Context: an optimization exercise on an open-source flow, tuned for a short achievable clock period and few clock cycles. The choices shown serve that exercise and are no tape-out recipe.
Power figures rest on the tool's default switching activity, not on a simulated workload.

Setup of job 4843:
## pcpu_top
module pcpu_top (
    input  logic              clock,
    input  logic              reset,
    input  logic              i_enable,
    input  logic              i_start,
    input  logic [pipe_pkg::DATA_W-1:0] i_i_data,
    input  logic [pipe_pkg::DATA_W-1:0] i_d_rdata,
    output logic [7:0]        o_i_addr,
    output logic [7:0]        o_d_addr,
    output logic [pipe_pkg::DATA_W-1:0] o_d_wdata,
    output logic              o_d_we,
    output logic              o_running
);
For scale: about 2,800 cells after synthesis, ~560 flip-flops, about 70 I/O pins, roughly 0.027 mm2 of cells after synthesis.
Settings: LEC_CHECK=0, CAP_MARGIN=20, CORE_MARGIN=2, CORE_UTILIZATION=30, PLACE_DENSITY=0.45, SETUP_SLACK_MARGIN=2.7, SLEW_MARGIN=20; clock period 4.5 ns.
run.sh (not shown) runs the stock make flow with config.mk's settings and CLKGATE_MAP_FILE= SYNTH_SCRIPT=/design/flow/synth_recipe.tcl, a recipe that flattens the netlist after the stock synthesis.
Inputs modified between job 4843 and job 4028:
-- flow/design.v --
<<< job 4843, line 71
    logic        nf;
    logic [15:0] regs [1:7];
    logic [15:0] sum, r_log;
    logic [15:0] r_sll, r_srl;
>>> job 4028, line 71
    logic        nf;
    logic [15:0] regs [1:7];
    logic [7:1]  wb_we;
    logic [15:0] wb_d, wb_d_k;
    logic [15:0] sum, r_log;
    logic [15:0] r_sll, r_srl;
<<< job 4843, line 127
    assign zc = z_add & z_log & z_sll & z_srl;
    assign nc = sum[15] | r_log[15] | r_sll[15] | r_srl[15];
    logic n_hi1, n_hi0;
    assign n_hi0 = (ks_p[0][15] ^ x_c) | r_log[15] | r_sll[15] | r_srl[15];
    assign n_hi1 = ~(ks_p[0][15] ^ x_c) | r_log[15] | r_sll[15] | r_srl[15];
    assign t_sum  = t_a + t_b;
    assign e_take = (e_bz & zf) | (e_bnz & ~zf) | (e_bn & nf) | (e_bnn & ~nf);
>>> job 4028, line 129
    assign zc = z_add & z_log & z_sll & z_srl;
    assign nc = sum[15] | r_log[15] | r_sll[15] | r_srl[15];
    assign t_sum  = t_a + t_b;
    assign e_take = (e_bz & zf) | (e_bnz & ~zf) | (e_bn & nf) | (e_bnn & ~nf);
<<< job 4843, line 193
            imm_b = {8'h00, w[7:0]};
    end
    assign ra1 = (f1 == 3'd0) ? 16'h0000 : regs[f1];
    assign ra2 = (f2 == 3'd0) ? 16'h0000 : regs[f2];
    assign ra3 = (f3 == 3'd0) ? 16'h0000 : regs[f3];
    assign fw1 = e_wr && (e_dest == f1);
    assign fw2 = e_wr && (e_dest == f2);
>>> job 4028, line 192
            imm_b = {8'h00, w[7:0]};
    end
    assign ra1 = (f1 == 3'd0) ? 16'h0000 : (wb_we[f1] ? wb_d : regs[f1]);
    assign ra2 = (f2 == 3'd0) ? 16'h0000 : (wb_we[f2] ? wb_d : regs[f2]);
    assign ra3 = (f3 == 3'd0) ? 16'h0000 : (wb_we[f3] ? wb_d : regs[f3]);
    assign fw1 = e_wr && (e_dest == f1);
    assign fw2 = e_wr && (e_dest == f2);
<<< job 4843, line 240
            fa_next = zc ? fa_one : fa_zero;
        else if (late_n)
            fa_next = carry[15] ? (n_hi1 ? fa_one : fa_zero) : (n_hi0 ? fa_one : fa_zero);
        else
            fa_next = fa_early;
>>> job 4028, line 239
            fa_next = zc ? fa_one : fa_zero;
        else if (late_n)
            fa_next = nc ? fa_one : fa_zero;
        else
            fa_next = fa_early;
<<< job 4843, line 259
            fa        <= '0;
            e_we      <= '0;
            e_wr      <= 1'b0;
            e_st      <= 1'b0;
>>> job 4028, line 258
            fa        <= '0;
            e_we      <= '0;
            wb_we     <= '0;
            e_wr      <= 1'b0;
            e_st      <= 1'b0;
<<< job 4843, line 278
            for (int k = 1; k < 8; k++)
                e_we[k] <= issue && d_wr && (f1 == 3'(k));
            e_wr   <= issue && d_wr;
            e_st   <= issue && d_st;
>>> job 4028, line 278
            for (int k = 1; k < 8; k++)
                e_we[k] <= issue && d_wr && (f1 == 3'(k));
            wb_we  <= e_we;
            e_wr   <= issue && d_wr;
            e_st   <= issue && d_st;
<<< job 4843, line 405
    end
    always_ff @(posedge clock) begin
        if (i_enable) begin
            if (e_setf) begin
>>> job 4028, line 406
    end
    always_ff @(posedge clock) begin
        wb_d   <= i_enable ? e_result : wb_d_k;
        wb_d_k <= i_enable ? e_result : wb_d;
    end
    always_ff @(posedge clock) begin
        if (i_enable) begin
            if (e_setf) begin
<<< job 4843, line 411
            end
            for (int k = 1; k < 8; k++)
                if (e_we[k])
                    regs[k] <= e_result;
        end
    end
>>> job 4028, line 416
            end
            for (int k = 1; k < 8; k++)
                if (wb_we[k])
                    regs[k] <= wb_d;
        end
    end
==> comparison <==
Each of the runs, namely job 4843 and job 4028, reached the end of the flow and came out clean.
Sequential fraction of total cell area was higher in the run labelled job 4028.
Job 4028 vs. job 4843: area growth from synthesis to final layout lower, pre-CTS setup slack lower, post-cts repair resize count higher.
Fraction of the mapped netlist area in simple logic gates ends up higher on job 4028.
Compared with job 4843, top achievable clock speed in job 4028 decreased by a few percent.
Compared with job 4843, in job 4028 CTS buffer count saw an increase; sequential cell count of the final layout saw an increase; power of the combinational group saw an increase.
Of job 4843 and job 4028, the run reporting the higher overall routed net length was job 4028.
The lower fraction of final layout cells sized beyond drive strength 1 came out of job 4843.
Looking at relative contribution of combinational cells to total power, job 4028 sits 0.9 points lower than job 4843 does.
No run of this note included a check of the RTL's function; only the layout flow was run.

re-timing with driven ports:
Ports are ideal in the flow. The routed layouts listed here were re-timed in OpenROAD. Step 1, drivers: a clkbuf_16 drives clock and a buf_2 each remaining input, both assumed. Step 2 adds t to the input delays and takes it off the output delays; t is the mean of the earliest and latest rising clock arrival at the registers after step 1. Input paths then give back, and output paths get back, about the clock's delay inside the block. a / b / c = no drivers / after step 1 / after step 2; a / b = the first two.
run | shift t [ns] | setup WS [ns] | hold WS [ns]
job 4843 | 0.686 | 1.404 / 1.404 / 0.798 | 0.414 / 0.414 / 0.414
job 4028 | 0.724 | 1.277 / 1.281 / 0.556 | 0.418 / 0.418 / 0.418
After both steps every run listed still meets setup and hold. The setup slack of job 4028, which loses most, moves by +0.004 ns with the drivers and by -0.721 ns with both steps.
